This design comes from an exercise in tuning for small area, a short achievable clock period and few clock cycles per item on the open sky130 flow, not from production work.
In this exercise RTL edits were held to simulation tests only and were not proved equivalent to the original.
Power figures rest on the tool's default switching activity, not on a simulated workload.

run A:
Design alu_scalar_seq_module, start of the top module:
module alu_scalar_seq_module #(
    parameter int DATA_W = 8,
    parameter int DIM    = 5,
    localparam int NELEM = DIM * DIM,
    localparam int MAT_W = NELEM * DATA_W
) (
    input  logic              clk,
    input  logic              rst,
    input  logic              start,
    input  logic [MAT_W-1:0]  A_flat,
    input  logic [DATA_W-1:0] scalar,
    output logic [MAT_W-1:0]  C_flat,
    output logic              overflow_flag,
    output logic              busy,
    output logic              done
);
Settings: LEC_CHECK=0, CAP_MARGIN=20, CORE_MARGIN=2, CORE_UTILIZATION=40, SETUP_SLACK_MARGIN=4, SLEW_MARGIN=20; clock period 9.0 ns.
standard.sh (not shown) runs the stock make flow with config.mk's settings and CLKGATE_MAP_FILE= SYNTH_SCRIPT=/design/flow/synth_recipe.tcl, a recipe that flattens the netlist after the stock synthesis.
==> flow/flow/run.sh <==
#!/bin/bash
# The standard layout (standard.sh) with three changes:
# - no full-adder extraction before ABC (ADDER_MAP_FILE empty), so that ABC sees whole logic
#   cones and can time them;
# - ABC maps the logic with flow/abc_delay.script, a delay-oriented mapping, instead of ORFS's
#   abc_speed.script; the rest of the synthesis is synth_recipe.tcl unchanged;
# - the port buffers are the smallest plain buffer instead of the delay cell buffer_ports picks.
set -euo pipefail
here=$(pwd)
export ADDER_MAP_FILE=
export BUFFER_PORTS_ARGS="-buffer_cell sky130_fd_sc_hd__buf_1"
export MY_ABC_SCRIPT=$here/flow/abc_delay.script
{ head -n 1 synth_recipe.tcl; cat flow/abc_proc.tcl; tail -n +2 synth_recipe.tcl; } > flow_synth.tcl
sed "s|SYNTH_SCRIPT=[^ ]*|SYNTH_SCRIPT=$here/flow_synth.tcl|" standard.sh > flow_standard.sh
bash flow_standard.sh synth > synth.log 2>&1
bash standard.sh > layout.log 2>&1
==> flow/flow/abc_delay.script <==
strash
&get -n
&fraig -x
&put
scorr
dc2
strash
&get -n
&dch -f
&nf {D}
&put
buffer -p
upsize {D}
dnsize {D}
stime -p
==> flow/flow/abc_proc.tcl <==
# ABC maps the logic with the script MY_ABC_SCRIPT names instead of ORFS's.
proc abc {args} {
  set i [lsearch -exact $args -script]
  if { $i >= 0 } { lset args [expr {$i + 1}] $::env(MY_ABC_SCRIPT) }
  yosys abc {*}$args
}
Testbench counts of run A, summed over its fixed seeds: cycles 1,920, items 960.
Modified inputs, run B compared to run A
diff --git a/flow/flow/run.sh b/flow/flow/run.sh
--- a/flow/flow/run.sh
+++ b/flow/flow/run.sh
@@ -2 +2 @@
-# The standard layout (standard.sh) with three changes:
+# The standard layout (standard.sh) with three changes to how it is made:
@@ -5,2 +5,3 @@
-# - ABC maps the logic with flow/abc_delay.script, a delay-oriented mapping, instead of ORFS's
-#   abc_speed.script; the rest of the synthesis is synth_recipe.tcl unchanged;
+# - ABC maps the logic with flow/abc_delay.script (best-delay mapping with area and edge recovery, then
+#   ABC's own buffering and sizing) instead of ORFS's abc_speed.script; the rest of the
+#   synthesis is synth_recipe.tcl unchanged, so the registers are the standard synthesis's;
@@ -7,0 +9 @@
+# Each step's output goes to synth.log and layout.log here, and ORFS's own logs under orfs/logs.
==> flow/flow/abc_delay.script <==
strash
&get -n
&fraig -x
&put
scorr
dc2
strash
&get -n
&dch -f
&nf -p -E 100
&put
buffer -p
upsize
dnsize
stime -p
==> results.txt <==
- Looking at placeable core region, run B sits below run A.
- | worst ir drop on vdd | run B vs run A | better |
- Sort run B and run A by combined buffer and inverter count along the critical path asc -> top: run A
- Run A → run B: sequential share of layout area went up, average footprint of a synthesized cell went up by 0.28 um2, setup slack after layout up 210 ps, post-route fraction of the period consumed by the critical path now smaller.
## Diff of input files: run C against run B
diff --git a/flow/flow/run.sh b/flow/flow/run.sh
--- a/flow/flow/run.sh
+++ b/flow/flow/run.sh
@@ -2 +2 @@
-# The standard layout (standard.sh) with three changes to how it is made:
+# The standard layout (standard.sh) with three changes:
@@ -5,3 +5,2 @@
-# - ABC maps the logic with flow/abc_delay.script (best-delay mapping with area and edge recovery, then
-#   ABC's own buffering and sizing) instead of ORFS's abc_speed.script; the rest of the
-#   synthesis is synth_recipe.tcl unchanged, so the registers are the standard synthesis's;
+# - ABC maps the logic with flow/abc_delay.script, a delay-oriented mapping, instead of ORFS's
+#   abc_speed.script; the rest of the synthesis is synth_recipe.tcl unchanged;
@@ -9 +7,0 @@
-# Each step's output goes to synth.log and layout.log here, and ORFS's own logs under orfs/logs.
==> flow/flow/abc_delay.script <==
strash
&get -n
&fraig -x
&put
scorr
dc2
strash
&get -n
&dch -f
&nf {D}
&put
buffer -p
upsize {D}
dnsize {D}
stime -p
diff --git a/flow/config.mk b/flow/config.mk
--- a/flow/config.mk
+++ b/flow/config.mk
@@ -10 +10 @@
-export CORE_UTILIZATION = 40
+export CORE_UTILIZATION = 55
==> results.txt <==
- Run C vs. run B: count of vias placed by the detailed router moved up; average via count per standard cell moved up; ratio of final minimum period to clock period moved up; final worst setup slack moved down; netlist area before placement moved up.
- Lower post-route worst hold slack among run C and run B: run C
- Run C consumes more power than run B does.
- Delta (run C minus run B): critical path arrival grew by 170 ps; final area grew by 2.2%.
#### Input delta (run D over run C)
diff --git a/flow/config.mk b/flow/config.mk
--- a/flow/config.mk
+++ b/flow/config.mk
@@ -10,2 +10,2 @@
-export CORE_UTILIZATION = 55
-export SETUP_SLACK_MARGIN = 4
+export CORE_UTILIZATION = 40
+export SETUP_SLACK_MARGIN = 3.5
--- outcome ---
Run D against run C: fraction of power spent switching nets rose 0.44 points; wire length on met2 rose 6.2%; total number of multi-input combinational cells about even; required time of the critical path rose 90 ps; sequential cell count about even.
Diff run C -> run D: count of clock-buffer cells in the layout moved up, largest fanout on the critical path moved down, total power moved down, fmax moved down.
Diff run C -> run D: multi-input gate share of the layout cell area now smaller; combinational group share of total power now smaller.

[afterwards: timing with drivers on the ports]
How much do the figures lean on ideal ports? The routed layouts below were timed once more, with nothing changed but the port constraints.
Step 1 (the two cells are an assumption about what drives the block):
set clk [get_ports {clk}]
set_driving_cell -lib_cell sky130_fd_sc_hd__clkbuf_16 $clk
set_driving_cell -lib_cell sky130_fd_sc_hd__buf_2 [delete_from_list [all_inputs] $clk]
Step 2, shift: input delay + t, output delay - t, t = (earliest + latest rising clock arrival at the registers) / 2. This alone moves slack from input paths to output paths.
a / b / c = ideal ports / drivers / drivers and shift; a / b = the first two.
run	t, ns	setup WS [ns]	hold slack, ns	worst setup path at the end	latest minus earliest clock arrival (ns)
run A	0.627	3.878 / 3.911 / 3.284	0.549 / 0.549 / 0.549	input to register	0.024 / 0.024
run B	0.616	4.085 / 4.112 / 3.496	0.529 / 0.529 / 0.529	input to register	0.020 / 0.020
run C	0.621	3.917 / 3.946 / 3.326	0.524 / 0.524 / 0.524	input to register	0.022 / 0.021
run D	0.627	3.603 / 3.611 / 2.985	0.549 / 0.549 / 0.549	input to register	0.021 / 0.021
After both steps setup and hold are still met in every run listed. The setup slack of run D, which loses most, moves by +0.008 ns with the drivers and by -0.618 ns with both steps.
